What follows belongs to an exercise in optimizing a design on an open flow for small area, a short achievable clock period and few clock cycles per item; a production flow would make more cautious choices. Only simulation tests tie the RTL to the original design; equivalence was not proved. Power figures rest on the tool's default switching activity, not on a simulated workload.

==> design/flow/design.v <==
`default_nettype none
package fpmul_pkg;
  typedef union packed {
    logic [32-1:0] raw;
    struct packed {
      logic              sign;
      logic [8-1:0] exp;
      logic [23-1:0] frc;
    } f;
  } fp32_u;
  typedef struct packed {
    logic              cyc;
    logic              stb;
    logic              we;
    logic [3-1:0] adr;
    logic [32-1:0]  dat;
  } wb_req_s;
  typedef struct packed {
    logic             ack;
    logic [32-1:0] dat;
  } wb_rsp_s;
  typedef struct packed {
    logic nan;
    logic inf;
    logic zer;
    logic ovrf;
    logic udrf;
  } fp_flags_s;
  typedef logic [2:0] round_mode_t;
  typedef logic [(9+1)*48-1:0] pp_array_t;
endpackage
`default_nettype wire
`timescale 1ns/100ps
`default_nettype none
import fpmul_pkg::*;
module fpmul_wb_ctrl
(
  input  logic        clk,
  input  logic        rst_n,
  input  fpmul_pkg::wb_req_s     wb_req,
  output fpmul_pkg::wb_rsp_s     wb_rsp,
  output fpmul_pkg::fp32_u       op_x,
  output fpmul_pkg::fp32_u       op_y,
  output fpmul_pkg::round_mode_t mode,
  input  fpmul_pkg::fp32_u       fp_z,
  input  fpmul_pkg::fp_flags_s   flags
);
  logic             acc;
  logic             ack_q;
  logic [32-1:0] rdat_d;
  logic [32-1:0] rdat_q;
  fpmul_pkg::fp32_u            x_q;
  fpmul_pkg::fp32_u            y_q;
  fpmul_pkg::fp32_u            result_q;
  fpmul_pkg::round_mode_t      mode_q;
  fpmul_pkg::fp_flags_s        status_q;
  assign acc = wb_req.cyc & wb_req.stb & ~ack_q;  
  always_comb begin
    case (wb_req.adr)
      3'd0:      rdat_d = x_q.raw;
      3'd1:      rdat_d = y_q.raw;
      3'd2:   rdat_d = {{(32-3){1'b0}}, mode_q};
      3'd3: rdat_d = result_q.raw;
      3'd4: rdat_d = {{(32-5){1'b0}}, status_q};
      default:     rdat_d = '0;
    endcase
  end
  always_ff @(posedge clk) begin
    if (!rst_n) begin
      ack_q  <= 1'b0;
      rdat_q <= '0;
      x_q    <= '0;
      y_q    <= '0;
      mode_q <= 3'd0;
    end else begin
      ack_q <= acc;
      if (acc) begin
        rdat_q <= rdat_d;
      end
      if (acc && wb_req.we) begin
        case (wb_req.adr)
          3'd0:    x_q.raw <= wb_req.dat;
          3'd1:    y_q.raw <= wb_req.dat;
          3'd2: mode_q  <= wb_req.dat[3-1:0];
          default: ;  
        endcase
      end
    end
  end
  always_ff @(posedge clk) begin
    result_q <= fp_z;
    status_q <= flags;
  end
  assign wb_rsp.ack = ack_q;
  assign wb_rsp.dat = rdat_q;
  assign op_x       = x_q;
  assign op_y       = y_q;
  assign mode       = mode_q;
endmodule
`default_nettype wire
`timescale 1ns/100ps
`default_nettype none
import fpmul_pkg::*;
module booth_pp_gen
(
  input  logic [23-1:0] frc_x,
  input  logic [23-1:0] frc_y,
  output fpmul_pkg::pp_array_t         pp
);
  localparam int MAG_W = 23 + 4;  
  logic [23:0]     sig_y;
  logic [23+2:0]   y3;
  logic [3*9:0]  xe;  
  logic [9-1:0]  neg_row;
  logic [48-1:0]    corr;
  assign sig_y = {1'b1, frc_y};
  assign xe    = {3'b000, 1'b1, frc_x, 1'b0};
  assign y3    = {1'b0, sig_y, 1'b0} + {2'b00, sig_y};  
  for (genvar i = 0; i < 9; i++) begin : g_row
    logic [3:0]         grp;
    logic [MAG_W-1:0]   mag;
    logic [48-1:0]   ext;
    assign grp = xe[3*i+3 -: 4];
    always_comb begin
      case (grp)
        4'b0001, 4'b0010, 4'b1101, 4'b1110: mag = {3'b000, sig_y};
        4'b0011, 4'b0100, 4'b1011, 4'b1100: mag = {2'b00, sig_y, 1'b0};
        4'b0101, 4'b0110, 4'b1001, 4'b1010: mag = {1'b0, y3};
        4'b0111, 4'b1000:                   mag = {1'b0, sig_y, 2'b00};
        default:                            mag = '0;
      endcase
    end
    assign neg_row[i] = grp[3] & ~(&grp);
    assign ext = {{(48-MAG_W){neg_row[i]}}, mag ^ {MAG_W{neg_row[i]}}};
    assign pp[i*48 +: 48] = ext << (3 * i);
  end
  always_comb begin
    corr = '0;
    for (int k = 0; k < 9; k++) begin
      corr[3*k] = neg_row[k];
    end
  end
  assign pp[9*48 +: 48] = corr;
endmodule
`default_nettype wire
`timescale 1ns/100ps
`default_nettype none
import fpmul_pkg::*;
module pp_sum_tree
(
  input  fpmul_pkg::pp_array_t          pp,
  output logic [48-1:0] prod
);
  localparam int ROWS = 9 + 1;
  function automatic integer next_rows(input integer n);
    next_rows = 2 * (n / 3) + n % 3;
  endfunction
  function automatic integer rows_at(input integer lev);
    integer n;
    integer k;
    n = ROWS;
    for (k = 0; k < lev; k = k + 1) begin
      n = next_rows(n);
    end
    rows_at = n;
  endfunction
  function automatic integer count_levels(input integer dummy);
    integer lev;
    integer n;
    lev = 0;
    n   = ROWS;
    for (integer k = 0; k < 16; k = k + 1) begin
      if (n > 2) begin
        n   = next_rows(n);
        lev = lev + 1;
      end
    end
    count_levels = lev;
  endfunction
  localparam int LEVELS = count_levels(0);  
  logic [(LEVELS+1)*ROWS*48-1:0] lvl;
  assign lvl[0 +: ROWS*48] = pp;
  for (genvar l = 0; l < LEVELS; l++) begin : g_lvl
    localparam int N = rows_at(l);
    localparam int G = N / 3;
    for (genvar g = 0; g < G; g++) begin : g_csa
      logic [48-1:0] a, b, c, maj;
      assign a   = lvl[(l*ROWS+3*g)*48 +: 48];
      assign b   = lvl[(l*ROWS+3*g+1)*48 +: 48];
      assign c   = lvl[(l*ROWS+3*g+2)*48 +: 48];
      assign maj = (a & b) | (a & c) | (b & c);
      assign lvl[((l+1)*ROWS+2*g)*48 +: 48]   = a ^ b ^ c;
      assign lvl[((l+1)*ROWS+2*g+1)*48 +: 48] = {maj[48-2:0], 1'b0};
    end
    for (genvar r = 3 * G; r < N; r++) begin : g_pass
      assign lvl[((l+1)*ROWS+r-G)*48 +: 48] = lvl[(l*ROWS+r)*48 +: 48];  
    end
    for (genvar r = N - G; r < ROWS; r++) begin : g_zero
      assign lvl[((l+1)*ROWS+r)*48 +: 48] = '0;
    end
  end
  assign prod = lvl[LEVELS*ROWS*48 +: 48] + lvl[(LEVELS*ROWS+1)*48 +: 48];  
endmodule
`default_nettype wire
`timescale 1ns/100ps
`default_nettype none
import fpmul_pkg::*;
module fp_norm_round
(
  input  logic               sign,
  input  fpmul_pkg::round_mode_t        mode,
  input  logic [48-1:0] prod,
  output logic [23-1:0]  frc_z,
  output logic               norm
);
  logic [48-1:0] prod_sh;
  logic [27-1:0] nrm;
  logic [23:0]    sig;
  logic               grd;
  logic               rnd;
  logic               stk;
  logic               inc;
  logic [23+1:0]  sum;
  assign prod_sh = prod[48-1] ? prod : prod << 1;
  assign nrm = {prod_sh[48-1 -: 27-1], |prod_sh[48-27:0]};
  assign sig = nrm[27-1:3];
  assign grd = nrm[2];
  assign rnd = nrm[1];
  assign stk = nrm[0];  
  always_comb begin
    case (mode)
      3'd0: inc = grd & (rnd | stk | sig[0]);
      3'd1: inc = 1'b0;
      3'd2: inc = sign & (grd | rnd | stk);  
      3'd3: inc = ~sign & (grd | rnd | stk);
      default: inc = grd;  
    endcase
  end
  assign sum = {1'b0, sig} + {{(23+1){1'b0}}, inc};
  assign frc_z = sum[23+1] ? sum[23:1] : sum[23-1:0];
  assign norm  = prod[48-1] | sum[23+1];
endmodule
`default_nettype wire
`timescale 1ns/100ps
`default_nettype none
import fpmul_pkg::*;
module fp_exp_except
(
  input  fpmul_pkg::fp32_u             op_x,
  input  fpmul_pkg::fp32_u             op_y,
  input  logic              norm,
  input  logic [23-1:0] frc_z,
  output fpmul_pkg::fp32_u             fp_z,
  output fpmul_pkg::fp_flags_s         flags
);
  logic [8:0]   exp_sum;
  logic [8:0]   bias;
  logic [8-1:0] exp_z;
  logic              ovrf, udrf;
  logic              max_x, max_y;
  logic              zero_x, zero_y;
  logic              is_nan, is_inf, is_zer;
  assign exp_sum = {1'b0, op_x.f.exp} + {1'b0, op_y.f.exp};
  assign bias    = {1'b0, 8'd127} - {{8{1'b0}}, norm};  
  assign ovrf  = {1'b0, exp_sum} >= ({2'b00, {8{1'b1}}} + {1'b0, bias});
  assign udrf  = exp_sum <= bias;
  assign exp_z = exp_sum[8-1:0] - bias[8-1:0];
  assign max_x  = &op_x.f.exp;
  assign max_y  = &op_y.f.exp;
  assign zero_x = ~|op_x.f.exp;  
  assign zero_y = ~|op_y.f.exp;
  assign is_inf = (max_x & ~|op_x.f.frc) | (max_y & ~|op_y.f.frc) | ovrf;
  assign is_zer = zero_x | zero_y | udrf;
  assign is_nan = (max_x & |op_x.f.frc) | (max_y & |op_y.f.frc)
                | (max_x & zero_y) | (max_y & zero_x);
  always_comb begin
    fp_z.f.sign = op_x.f.sign ^ op_y.f.sign;
    case ({is_nan, is_inf, is_zer})
      3'b000: begin
        fp_z.f.exp = exp_z;
        fp_z.f.frc = frc_z;
      end
      3'b010: begin
        fp_z.f.exp = '1;
        fp_z.f.frc = '0;
      end
      3'b001: begin
        fp_z.f.exp = '0;
        fp_z.f.frc = '0;
      end
      default: begin  
        fp_z.f.exp = '1;
        fp_z.f.frc = 23'h40_0000;
      end
    endcase
  end
  assign flags = {is_nan, is_inf, is_zer, ovrf, udrf};  
endmodule
`default_nettype wire
`timescale 1ns/100ps
`default_nettype none
import fpmul_pkg::*;
module fpmul_top
(
  input  logic    clk,
  input  logic    rst_n,
  input  fpmul_pkg::wb_req_s wb_req,
  output fpmul_pkg::wb_rsp_s wb_rsp
);
  fpmul_pkg::fp32_u              op_x;
  fpmul_pkg::fp32_u              op_y;
  fpmul_pkg::round_mode_t        mode;
  fpmul_pkg::pp_array_t          pp;
  logic [48-1:0] prod;
  logic [23-1:0]  frc_z;
  logic               norm;
  fpmul_pkg::fp32_u              fp_z;
  fpmul_pkg::fp_flags_s          flags;
  fpmul_wb_ctrl i_fpmul_wb_ctrl (
    .clk    (clk),
    .rst_n  (rst_n),
    .wb_req (wb_req),
    .wb_rsp (wb_rsp),
    .op_x   (op_x),
    .op_y   (op_y),
    .mode   (mode),
    .fp_z   (fp_z),
    .flags  (flags)
  );
  booth_pp_gen i_booth_pp_gen (
    .frc_x (op_x.f.frc),
    .frc_y (op_y.f.frc),
    .pp    (pp)
  );
  pp_sum_tree i_pp_sum_tree (
    .pp   (pp),
    .prod (prod)
  );
  fp_norm_round i_fp_norm_round (
    .sign  (op_x.f.sign ^ op_y.f.sign),
    .mode  (mode),
    .prod  (prod),
    .frc_z (frc_z),
    .norm  (norm)
  );
  fp_exp_except i_fp_exp_except (
    .op_x  (op_x),
    .op_y  (op_y),
    .norm  (norm),
    .frc_z (frc_z),
    .fp_z  (fp_z),
    .flags (flags)
  );
endmodule
`default_nettype wire
`timescale 1ns/100ps
`default_nettype none
import fpmul_pkg::*;
module fpmul_wb
(
  input  logic              clk,
  input  logic              rst_n,
  input  logic              wb_cyc_i,
  input  logic              wb_stb_i,
  input  logic              wb_we_i,
  input  logic [3-1:0] wb_adr_i,
  input  logic [32-1:0]  wb_dat_i,
  output logic              wb_ack_o,
  output logic [32-1:0]  wb_dat_o
);
  fpmul_pkg::wb_req_s wb_req;
  fpmul_pkg::wb_rsp_s wb_rsp;
  assign wb_req.cyc = wb_cyc_i;
  assign wb_req.stb = wb_stb_i;
  assign wb_req.we  = wb_we_i;
  assign wb_req.adr = wb_adr_i;
  assign wb_req.dat = wb_dat_i;
  fpmul_top i_fpmul_top (
    .clk    (clk),
    .rst_n  (rst_n),
    .wb_req (wb_req),
    .wb_rsp (wb_rsp)
  );
  assign wb_ack_o = wb_rsp.ack;
  assign wb_dat_o = wb_rsp.dat;
endmodule
`default_nettype wire
==> design/flow/run.sh <==
#!/bin/bash
# synth_recipe.tcl (not shown) runs the flow's synth.tcl, then flattens the netlist and writes it again
# the make line also repeats each setting of config.mk as NAME=value (left out here)
make -C /OpenROAD-flow-scripts/flow DESIGN_CONFIG=/design/flow/config.mk WORK_HOME=/design/flow/orfs CLKGATE_MAP_FILE= SYNTH_SCRIPT=/design/flow/synth_recipe.tcl finish
==> design/flow/config.mk <==
export PLATFORM = sky130hd
export DESIGN_NAME = fpmul_wb
export DESIGN_NICKNAME = fpmul_wb
export VERILOG_FILES = /design/flow/design.v
export SDC_FILE = /design/flow/constraint.sdc
export NUM_CORES = 4
export LEC_CHECK = 0
export CAP_MARGIN = 20
export CELL_PAD_IN_SITES_DETAIL_PLACEMENT = 1
export CELL_PAD_IN_SITES_GLOBAL_PLACEMENT = 2
export CORE_MARGIN = 2
export CORE_UTILIZATION = 35
export PLACE_DENSITY = 0.5
export SLEW_MARGIN = 20
==> design/flow/constraint.sdc <==
create_clock -name core_clock -period 13.0 [get_ports {clk}]
set_input_delay 2.6000 -clock core_clock [delete_from_list [all_inputs] [get_ports {clk}]]
set_output_delay 2.6000 -clock core_clock [all_outputs]
set_load 0.01 [all_outputs]
==> run notes <==
status - timing/DRC/antenna clean
overall power - 1.947 mW
synth warn - 4
Nets - 3570
grt ovf - 0
Post-DP HPWL - 93.27 mm
Ports - 73
Synth Instances - 3141
Hold/Removal Path Class - reg2reg
Slew Limit Fails - 0
Clock Path Buffers - 2
GRT Total Usage - 0.3350
multi-input logic area - 19800 um^2
Hold Crit Depth - 2
Crit path required time - 13.38 ns
R2R depth - 51
kind of critical path - reg2reg
final wirelength - 120.7 mm
post-route insts no fill - 4104
GPL Wtd Cong - 0.9747
Post-synth EDFFs - 0
CP endpoint kind - register
WL/cell - 29.42 um
crit path DAT - 12.95 ns
Logic pwr share - 0.522
Flop pwr share - 0.219
clk sinks - 137
Least-Margin Pin Slew - 1.251 ns
placed insts - 4049
Clock transition at path regs - 0.07 ns
largest vdd supply drop - 0.1158 mV
Yosys cell types - 100
clock network power share - 0.259
drt pass-1 iters - 13
Via Count - 25.05k
Die Area - 71700 um^2
Die Y - 267.8 um
Clock Tree Root - clkbuf_16
post-synthesis net count - 3554
Peak Freq - 79.56 MHz
H-tree levels - 4
Final min period - 12.57 ns
1st-iter DRT viols - 2725
Routed Antenna Nets - 0
final cycle utilization of the critical path - 0.9668
crit path max fanout - 7
final core utilization - 0.4014
DR vias/cell - 6.104
Synth Register Bits - 137
startpoint types - register
Skew-Pair Late Insertion Delay - 0.46 ns
Max-cap violations - 0
Fillers - 8213
Chip Width - 267.8 um
Final WS setup - 0.4315 ns
Setup WS pre-CTS - -0.5123 ns
sw power - 0.8889 mW
Remaining DRCs - 0
Crit-path slowest cell - a221oi_1
cell mode on critical path - a21oi_1
CTS tree - yes
P per Cell Area - 70.61 nW/um^2
P_leak - 11.38 nW
area grow syn2layout - 13.27%
Async SR Flop Fraction - 0
initial antenna violation count - 5
P_int - 1.059 mW
most frequent cells in the layout - nand2_1, inv_1, xnor2_1
Final setup viols - 0
Design Area, Final - 27580 um^2
Mean Syn Cell Area - 7.753 um^2
Final Hold Violating Endpoints - 0
commonest non-fill, non-tap cell in the layout - nand2_1
fraction of layout cells with a size suffix above 1 - 0.1091
CTS Buf Count - 17
vias in the first global route - 25.46k
Primary FF master, synth - dfxtp_1
crit-path max cell delay - 0.78 ns
area post-placement - 26570 um^2
max_slew headroom - 0.1594
core area - 68710 um^2
Seq. cell area - 2749 um^2
Initial Util - 0.3544
Rows - 96
input/output buffers - 72
Cell Area, Synth - 24350 um^2
first-pass GRT wire length - 176.0 mm
sequential share of the synthesized area - 0.1126
Setup Skew - 0.009626 ns
largest net degree at the start of global routing - 101
sw frac - 0.4564
## timing repair
action,in CTS,in global routing
pin swaps,7,18
gates resized for setup,25,35
setup buffers,5,15
setup endpoints to repair,32,34
hold buffers,0,0
## layout make-up
class / instances / area share
inverters: 283 / 0.03851
well taps: 931 / 0.04223
flip-flops and latches: 137 / 0.09966
multi-input cells: 2448 / 0.7177
clock buffers: 17 / 0.01542
repair buffers: 270 / 0.07961
diodes: 3 / 0.0002722
clock inverters: 15 / 0.006532
## per-layer routing
layer | wire [um] | GRT usage
met5 | 47 | 0
met4 | 7214 | 0.1744
met3 | 8165 | 0.05159
met2 | 55120 | 0.5348
met1 | 50200 | 0.4375
## worst paths after layout
check	from	end	slack (ns)
worst min register to register	i_fpmul_top.i_fpmul_wb_ctrl.y_q[20]	i_fpmul_top.i_fpmul_wb_ctrl.y_q[20]	0.49
worst max register to register	i_fpmul_top.i_fpmul_wb_ctrl.y_q[1]	i_fpmul_top.i_fpmul_wb_ctrl.result_q[22]	0.43
worst max-delay path	i_fpmul_top.i_fpmul_wb_ctrl.y_q[1]	i_fpmul_top.i_fpmul_wb_ctrl.result_q[22]	0.43
worst min-delay path	i_fpmul_top.i_fpmul_wb_ctrl.y_q[20]	i_fpmul_top.i_fpmul_wb_ctrl.y_q[20]	0.49
## registers in the layout, indices dropped and copies added (netlist names)
name                                  count
i_fpmul_top.i_fpmul_wb_ctrl.rdat_q       32
i_fpmul_top.i_fpmul_wb_ctrl.status_q      5
i_fpmul_top.i_fpmul_wb_ctrl.result_q     32
i_fpmul_top.i_fpmul_wb_ctrl.mode_q        3
i_fpmul_top.i_fpmul_wb_ctrl.y_q          32
i_fpmul_top.i_fpmul_wb_ctrl.ack_q         1
i_fpmul_top.i_fpmul_wb_ctrl.x_q          32
## synth_stat cells, drive strengths merged, types with 14 or more instances
library cell  count  area share
nand3            55       0.012
a22o             42       0.015
nand4            26      0.0067
nor2b            45       0.012
inv             279       0.043
fa              204        0.17
clkbuf          237       0.037
a222oi          124       0.051
mux2i            41       0.017
nand2           435       0.067
o21ai           224       0.046
a21o             34       0.010
and2             20      0.0051
o211ai           26      0.0080
a21oi           142       0.029
a21boi           79       0.024
nor3             29      0.0068
and3             16      0.0041
a211oi           32       0.010
a22oi            33       0.010
o21bai           18      0.0055
o22ai            19      0.0049
xor2             67       0.024
dfxtp           137        0.11
nor4             14      0.0036
o21a             20      0.0062
buf              36      0.0064
a221oi           23      0.0083
ha              169       0.087
nor2            132       0.020
xnor2           224       0.081
## logic make-up (layout without fill, tap and decap cells)
logic type	Yosys count	in the layout	synth area share
muxes	53	53	0.02240
AOI/OAI and AO/OA	904	904	0.2641
other	0	3	0
DFF	137	137	0.1126
and+or+nand+nor	826	826	0.1545
xor gates and xnor gates	291	291	0.1050
adders and majority gates	374	374	0.2550
buffers and inverters	556	585	0.08653
## critical path: cells and delay by family (launching register included)
| kind | cells | cell delay, ns |
|---|---|---|
| adders and majority gates | 10 | 3.69 |
| DFF | 1 | 0.41 |
| buffers and inverters | 6 | 0.72 |
| AOI/OAI and AO/OA | 22 | 5.29 |
| and+or+nand+nor | 12 | 2.04 |
| xor gates and xnor gates | 1 | 0.29 |
## power groups by stage
stage | Clock, mW | Combinational [mW] | Sequential [mW]
3_5_place_dp | 0 | 0.966 | 0.436
5_1_grt | 0.535 | 1.09 | 0.427
3_3_place_gp | 0 | 0.957 | 0.436
4_1_cts | 0.517 | 0.991 | 0.427
6_report | 0.505 | 1.02 | 0.427
2_1_floorplan | 0 | 0.623 | 0.434
## through the flow
| step | hold slack [ns] | setup TNS, ns |
|---|---|---|
| after floorplan | 0.4659 | 0 |
| after global placement | 0.4739 | -0.4728 |
| after detailed placement | 0.4899 | -10.66 |
| after CTS | 0.4991 | 0 |
| after global routing | 0.5219 | -0.7167 |
| final | 0.4931 | 0 |
Testbench counts, summed over its fixed seeds: cycles 94,540, items 12,000.

separate check: timing with driven ports:
Ports are ideal in the flow. The routed layout listed here was re-timed in OpenROAD. Step 1 (the two cells are an assumption about what drives the block):
set clk [get_ports {clk}]
set_driving_cell -lib_cell sky130_fd_sc_hd__clkbuf_16 $clk
set_driving_cell -lib_cell sky130_fd_sc_hd__buf_2 [delete_from_list [all_inputs] $clk]
Step 2, shift: input delay + t, output delay - t, t = (earliest + latest rising clock arrival at the registers) / 2. This alone moves slack from input paths to output paths. a / b / c = ideal ports / drivers / drivers and shift; a / b = the first two.
t (ns): 0.513
slack for setup (ns): 0.431 / 0.431 / 0.431
worst setup path after step 2: register to register
After both steps setup and hold are still met in this run. For this run, drivers alone change the setup slack by 0.000 ns; drivers and shift together by 0.000 ns.
